From an optimization exercise on the open Yosys and OpenROAD flow, aimed at small area, a short achievable clock period and few clock cycles; shortcuts taken in it are not production practice.
The RTL was checked by simulation tests, not by an equivalence proof against the original design.
Power figures rest on the tool's default switching activity, not on a simulated workload.

lagoon:
## postfix_stack_evaluator
module postfix_stack_evaluator
(
   input  logic                     clock,
   input  logic                     reset,
   input  logic                     req_valid,
   output logic                     req_stall,
   input  logic [pse_pkg::FUNC_W-1:0]        req_func,
   input  logic [pse_pkg::OPND_W-1:0]        req_operand,
   input  logic                     req_last,
   output logic                     rsp_valid,
   input  logic                     rsp_stall,
   output logic signed [pse_pkg::DATA_W-1:0] rsp_value,
   output logic                     rsp_divide_by_zero,
   output logic                     rsp_underflow,
   output logic                     rsp_overflow
);
   localparam int K    = pse_pkg::CACHE_N;
   localparam int R    = pse_pkg::RING_N;
   localparam int PW   = pse_pkg::PHASE_W;
   localparam int CW   = pse_pkg::CNT_W;
   localparam int PMAX = 3;                
   localparam int MULS = pse_pkg::MUL_REGS;  
   logic        tr_v, go_ff, stall_ff;
   logic [2:0]  tr_f;
   logic [30:0] tr_o;
   logic        tr_l;
   logic [1:0]  ps_ff, ps_in;             
   logic [CW-1:0] cnt_ff, cnt_in;
   logic          ge1_ff, ge2_ff, ge3_ff;  
   logic          gkm1_ff, gk_ff, gkp1_ff, gkp2_ff, c127_ff;
   logic [31:0]   t_ff [K];
   logic [R*32-1:0] ring_ff;
   logic [PW-1:0] phase_ff, phase_in;
   logic          div0_ff, under_ff, over_ff;
   logic [MULS-1:0] mul_ff;                
   logic        mul_done;
   logic [31:0] product;
   logic        div_start, div_busy, div_done, div_zdone, long_end;
   logic [31:0] quotient;
   logic        pend_v_ff, pend_v_in, pend_res_ff, pend_res_in;
   logic [1:0]  pend_pos_ff, pend_pos_in;
   logic [2:0]  pres_fl_ff;
   logic        rsp_v_ff, q_v_ff;
   logic [31:0] rsp_val_ff, q_val_ff;
   logic [2:0]  rsp_fl_ff, q_fl_ff;
   logic [31:0] a_op, b_op, alu;
   logic        b_zero;
   logic        is_opnd, is_add, is_sub, is_mul, is_div, is_bin, is_pop2, is_long;
   assign is_opnd = (tr_f == pse_pkg::FUNC_OPERAND);
   assign is_add  = (tr_f == pse_pkg::FUNC_ADD);
   assign is_sub  = (tr_f == pse_pkg::FUNC_SUB);
   assign is_mul  = (tr_f == pse_pkg::FUNC_MUL);
   assign is_div  = (tr_f == pse_pkg::FUNC_DIV);
   assign is_bin  = is_add || is_sub || is_mul || is_div;
  ...
Size in the first run: ~4500 flip-flops, roughly 76 I/O pins.
export LEC_CHECK = 0
export ABC_CLOCK_PERIOD_IN_PS = 3000
export CAP_MARGIN = 20
export CORE_MARGIN = 2
export CORE_UTILIZATION = 55
export CTS_CLUSTER_DIAMETER = 100
export CTS_CLUSTER_SIZE = 20
export SETUP_SLACK_MARGIN = 5
export SLEW_MARGIN = 20
export TNS_END_PERCENT = 100
create_clock -name core_clock -period 10.0 [get_ports {clock}]
standard.sh (not shown) runs the stock make flow with config.mk's settings and CLKGATE_MAP_FILE= SYNTH_SCRIPT=/design/flow/synth_recipe.tcl, a recipe that flattens the netlist after the stock synthesis.
==> flow/flow/run.sh <==
#!/bin/bash
set -euo pipefail
bash standard.sh SETUP_SLACK_MARGIN=6.0 finish > standard.log 2>&1
Testbench counts of lagoon, summed over its fixed seeds: cycles 16,343.
#### Input delta (pepper over lagoon)
Settings: a change of CTS_CLUSTER_SIZE from 20 to 26; a change of CTS_CLUSTER_DIAMETER from 100 to 80; a change of CORE_UTILIZATION from 55 to 50.
==> comparison <==
pepper completed every stage of the flow, and the final layout passed the timing, design-rule and antenna checks.
From lagoon to pepper the numbers moved as follows: worst relative slew slack fell 0.65 points; total power consumption of the routed design fell about 2.2%; post-route standard cell area excluding fillers about even; wire length reported by the detailed router about even.
pepper vs. lagoon: biggest fanout along the worst timing path shows a reduction of 2, die area went up, logic gate share of total power went up 0.7 points, hold slack rose by 0.046 ns.
Comparing pepper with lagoon, the sequential share of cell area came out essentially unchanged.
[inputs] zinc vs pepper
Settings: a change of CORE_UTILIZATION from 50 to 55; a change of CTS_CLUSTER_SIZE from 26 to 20; a change of CTS_CLUSTER_DIAMETER from 80 to 100.
==> flow/flow/run.sh <==
#!/bin/bash
set -euo pipefail
bash standard.sh SETUP_SLACK_MARGIN=6.3 finish > standard.log 2>&1
Findings:
Every run in the comparison, pepper and zinc, completed the flow with a clean layout. zinc vs. pepper: proportion of power drawn by the clock network up 1.6 points; worst voltage drop across the vdd grid up 0.016 mV; wire length of the first global-routing pass up 2.6%.
Inputs modified between zinc and willow:
==> flow/flow/run.sh <==
#!/bin/bash
set -euo pipefail
bash standard.sh SETUP_SLACK_MARGIN=5.8 finish > standard.log 2>&1
Results
- The final reports for willow and zinc show overall routed net length lower in the former.
- Shortest period the worst path allows up 0.0034 ns in willow wrt zinc
- On number of vias in the routed layout, zinc loses to willow.
- Going from zinc to willow, relative slew slack went up by 2.5 points; register-to-register setup slack roughly the same.
- On total power after layout: between zinc and willow, it ends up higher for zinc.
- Combined buffer and inverter count along the critical path: willow vs zinc identical
- From zinc to willow, compound-gate portion of the synthesized area did not move at all.
- Final worst hold slack across zinc and willow: no real change.

==> afterwards: timing with drivers on the ports <==
Ports are ideal in the flow. The routed layouts listed here were re-timed in OpenROAD. Step 1 (the two cells are an assumption about what drives the block):
set clk [get_ports {clock}]
set_driving_cell -lib_cell sky130_fd_sc_hd__clkbuf_16 $clk
set_driving_cell -lib_cell sky130_fd_sc_hd__buf_2 [delete_from_list [all_inputs] $clk]
Step 2 times the ports against the registers' clock, not the clock port: input delays grow and output delays shrink by t, the midpoint of the rising clock arrivals with the driver on. Slacks: ideal ports / drivers / drivers and shift; pairs: ideal ports / drivers.
run | t, ns | slack for setup (ns) | worst hold slack (ns) | slew at the worst register clock pin (ns) | cell pins on the clock port's net
lagoon | 1.020 | 5.870 / 5.870 / 5.568 | 0.237 / 0.237 / 0.237 | 0.10 / 0.10 | 1
pepper | 0.978 | 5.830 / 5.830 / 5.332 | 0.283 / 0.283 / 0.283 | 0.11 / 0.11 | 1
zinc | 1.032 | 5.825 / 5.825 / 5.557 | 0.252 / 0.252 / 0.252 | 0.10 / 0.10 | 1
willow | 1.002 | 5.822 / 5.722 / 5.576 | 0.252 / 0.252 / 0.252 | 0.10 / 0.10 | 1
After both steps setup and hold are still met in every run listed. For pepper, which loses most, drivers alone change the setup slack by 0.000 ns; drivers and shift together by -0.498 ns.
